This design comes from an exercise in tuning for a short achievable clock period and few clock cycles on the open sky130 flow, not from production work.
The RTL was checked by simulation tests, not by an equivalence proof against the original design.
Power figures rest on the tool's default switching activity, not on a simulated workload.

==> zinc: inputs <==
==> flow/design.v (excerpt) <==
module cache_ctrl #(
  parameter int unsigned BITS         = 16,
  parameter int unsigned ADDRESS_BITS = 16,
  parameter int unsigned INDEX_BITS   = 6,
  parameter int unsigned OFFSET_BITS  = 2
) (
  input  logic                    CLK,
  input  logic                    RST,
  input  logic [ADDRESS_BITS-1:0] cpu_addr,
  input  logic [BITS-1:0]         cpu_din,
  output logic [BITS-1:0]         cpu_dout,
  input  logic                    cpu_rd,
  input  logic                    cpu_wr,
  output logic                    cpu_ready,
  input  logic                    flush,
  output logic                    busy,
  output logic [ADDRESS_BITS-1:0] mem_addr,
  input  logic [BITS-1:0]         mem_din,
  output logic [BITS-1:0]         mem_dout,
  output logic                    mem_rd,
  output logic                    mem_wr,
  input  logic                    mem_ack,
  output logic [cache_pkg::StatsWidth-1:0] hit_count,
  output logic [cache_pkg::StatsWidth-1:0] miss_count
);
make LEC_CHECK=0 CAP_MARGIN=40 CORE_MARGIN=2 CORE_UTILIZATION=45 PLACE_DENSITY=0.6 SETUP_SLACK_MARGIN=4.3 SLEW_MARGIN=40 SYNTH_MEMORY_MAX_BITS=8192 TNS_END_PERCENT=100 finish   # period 7.0 ns
run.sh (not shown) runs the stock make flow with config.mk's settings and CLKGATE_MAP_FILE= SYNTH_SCRIPT=/design/flow/synth_recipe.tcl, a recipe that flattens the netlist after the stock synthesis.
==> quartz: changes against zinc <==
--- a/flow/design.v
+++ b/flow/design.v
@@ -136,17 +136,12 @@
   logic                    stat_hit_q, stat_miss_q;
   logic [LbEntries-1:0]    lb_valid_q;
   logic [LineAw-1:0]       lb_line_q [LbEntries];
   logic [LineWords-1:0]    lb_wv_q   [LbEntries];
   logic [BITS-1:0]         lb_data_q [LbEntries][LineWords];
   logic [LbAw-1:0]         lb_vp_q;       
-  logic [LbEntries-1:0]    lb_ref_q;      
-  logic [LbAw-1:0]         lb_vic;        
-  logic [LbEntries-1:0]    lb_skip;       
-  logic [LbAw-1:0]         lb_vic_q;      
-  logic [LbEntries-1:0]    lb_skip_q;
   logic [LbAw-1:0]         lb_fe_q   [Slots];    
   logic [Slots-1:0]        lb_fcap_q;
   logic                    lb_ld_q;       
   logic [LineAw-1:0]       lb_ld_line_q;
   logic [LineBits-1:0]     lb_ld_data_q;
   logic [BITS-1:0]    data_mem [DataWords];
@@ -389,41 +384,18 @@
   always_ff @(posedge CLK) begin
     if (rst_q) lb_ld_q <= 1'b0;
     else       lb_ld_q <= lb_load;
     lb_ld_line_q <= addr_q[ADDRESS_BITS-1:OFFSET_BITS];
     lb_ld_data_q <= line_b;
   end
-  logic lb_found;
-  always_comb begin
-    lb_found = 1'b0;
-    lb_vic  = lb_vp_q;
-    lb_skip = '0;
-    for (int k = 0; k < LbEntries; k++) begin
-      if (!lb_found) begin
-        if (!lb_valid_q[LbAw'(lb_vp_q + LbAw'(k))] || !lb_ref_q[LbAw'(lb_vp_q + LbAw'(k))]) begin
-          lb_found = 1'b1;
-          lb_vic   = LbAw'(lb_vp_q + LbAw'(k));
-        end else begin
-          lb_skip[LbAw'(lb_vp_q + LbAw'(k))] = 1'b1;
-        end
-      end
-    end
-    if (!lb_found) lb_skip = '1;
-  end
-  always_ff @(posedge CLK) begin
-    lb_vic_q  <= lb_vic;
-    lb_skip_q <= lb_skip;
-  end
   always_ff @(posedge CLK) begin
     if (rst_q || flush) begin
       lb_valid_q <= '0;
       lb_fcap_q  <= '0;
       lb_vp_q    <= '0;
-      lb_ref_q   <= '0;
     end else begin
-      if (fast) lb_ref_q <= lb_ref_q | lb_hit;
       if (ack_rd && lb_fcap_q[acc_slot_q]) begin
         lb_data_q[lb_fe_q[acc_slot_q]][faddr_q[OFFSET_BITS-1:0]] <= mem_din;
         lb_wv_q[lb_fe_q[acc_slot_q]][faddr_q[OFFSET_BITS-1:0]]   <= 1'b1;
       end
       for (int f = 0; f < Slots; f++) begin
         if (!fv_d[f]) lb_fcap_q[f] <= 1'b0;
@@ -443,31 +415,28 @@
             lb_valid_q[e] <= 1'b0;
           end
         end
       end
       if (slot_alloc || lb_ld_q) begin
         for (int f = 0; f < Slots; f++) begin
-          if (lb_fe_q[f] == lb_vic_q) lb_fcap_q[f] <= 1'b0;
-        end
-        lb_valid_q[lb_vic_q] <= 1'b1;
-        lb_vp_q            <= lb_vic_q + 1'b1;
-        lb_ref_q           <= lb_ref_q & ~lb_skip_q;
-        lb_ref_q[lb_vic_q]   <= 1'b0;
-      end
-      if (lb_ld_q) begin
-        lb_line_q[lb_vic_q]   <= lb_ld_line_q;
-        lb_wv_q[lb_vic_q]     <= '1;
-        for (int w = 0; w < LineWords; w++) begin
-          lb_data_q[lb_vic_q][w] <= lb_ld_data_q[w*BITS +: BITS];
+          if (lb_fe_q[f] == lb_vp_q) lb_fcap_q[f] <= 1'b0;
         end
+        lb_valid_q[lb_vp_q] <= 1'b1;
+        lb_vp_q             <= lb_vp_q + 1'b1;
       end
       if (slot_alloc) begin
-        lb_line_q[lb_vic_q]     <= cpu_addr[ADDRESS_BITS-1:OFFSET_BITS];
-        lb_wv_q[lb_vic_q]       <= '0;
-        lb_fe_q[alloc_slot]   <= lb_vic_q;
+        lb_line_q[lb_vp_q]    <= cpu_addr[ADDRESS_BITS-1:OFFSET_BITS];
+        lb_wv_q[lb_vp_q]      <= '0;
+        lb_fe_q[alloc_slot]   <= lb_vp_q;
         lb_fcap_q[alloc_slot] <= 1'b1;
+      end else if (lb_ld_q) begin
+        lb_line_q[lb_vp_q]  <= lb_ld_line_q;
+        lb_wv_q[lb_vp_q]    <= '1;
+        for (int w = 0; w < LineWords; w++) begin
+          lb_data_q[lb_vp_q][w] <= lb_ld_data_q[w*BITS +: BITS];
+        end
       end
     end
   end
   assign cpu_ready = ready_q;
   assign cpu_dout  = dout_q;
   assign busy      = busy_q;
==> flow/config.mk (replaced) <==
export PLATFORM = sky130hd
export DESIGN_NAME = cache_ctrl
export DESIGN_NICKNAME = cache_ctrl
export VERILOG_FILES = /design/flow/design.v
export SDC_FILE = /design/flow/constraint.sdc
export NUM_CORES = 4
export LEC_CHECK = 0
export CAP_MARGIN = 20
export CORE_MARGIN = 2
export CORE_UTILIZATION = 45
export PLACE_DENSITY = 0.6
export SETUP_SLACK_MARGIN = 4.3
export SLEW_MARGIN = 20
export SYNTH_MEMORY_MAX_BITS = 8192
export TNS_END_PERCENT = 100
==> run summary <==
Between quartz and zinc, the lower design area is in zinc (gap 0.51%, measured against zinc).
Between zinc and quartz, the lower first-iteration DRC count is in zinc (gap 7.2%, measured against quartz).
In quartz the core utilization is higher than in zinc, by 0.78 points.
Sequential share of layout area: zinc is higher than quartz (0.44 points).
Between zinc and quartz, the lower synthesized cell count is in quartz (gap 2.1%, measured against quartz).
zinc ran to the end with no violations. quartz finished with capacitance limit, slew limit left.
Between quartz and zinc, the lower via count is in zinc (gap 1.5%, measured against zinc).
Die area: zinc is higher than quartz (about 1%).
Sequential cell count: zinc is higher than quartz (18).
Total power: zinc is higher than quartz (about 0.4%).
Between quartz and zinc, the lower combinational power is in quartz (gap 7.8%, measured against zinc).
Testbench counts of zinc, summed over its fixed seeds: cycles 104,121.
Testbench counts of quartz, summed over its fixed seeds: cycles 104,583.

[re-timing with driven ports]
The results above use ideal ports. As a check the final layouts listed here were re-extracted and re-timed, cells and wires unchanged. Step 1, drivers: a clkbuf_16 drives CLK and a buf_2 each remaining input, both assumed. Step 2 moves the port delays by t, midway between the first and last clock arrival at a register: inputs arrive t later, outputs are due t later. That takes back most of the time a late clock gives input paths. a / b / c = ideal ports / drivers / drivers and shift; a / b = the first two.
run | shift t [ns] | slack for setup (ns) | worst setup path at the end | slew at the worst register clock pin (ns) | worst data-port slew with drivers (ns)
zinc | 1.230 | 3.855 / 3.820 / 2.589 | input to register | 0.07 / 0.07 | 0.42
quartz | 1.195 | 3.816 / 3.721 / 2.526 | input to register | 0.07 / 0.07 | 0.35
For quartz, which loses most, drivers alone change the setup slack by -0.095 ns; drivers and shift together by -1.290 ns.
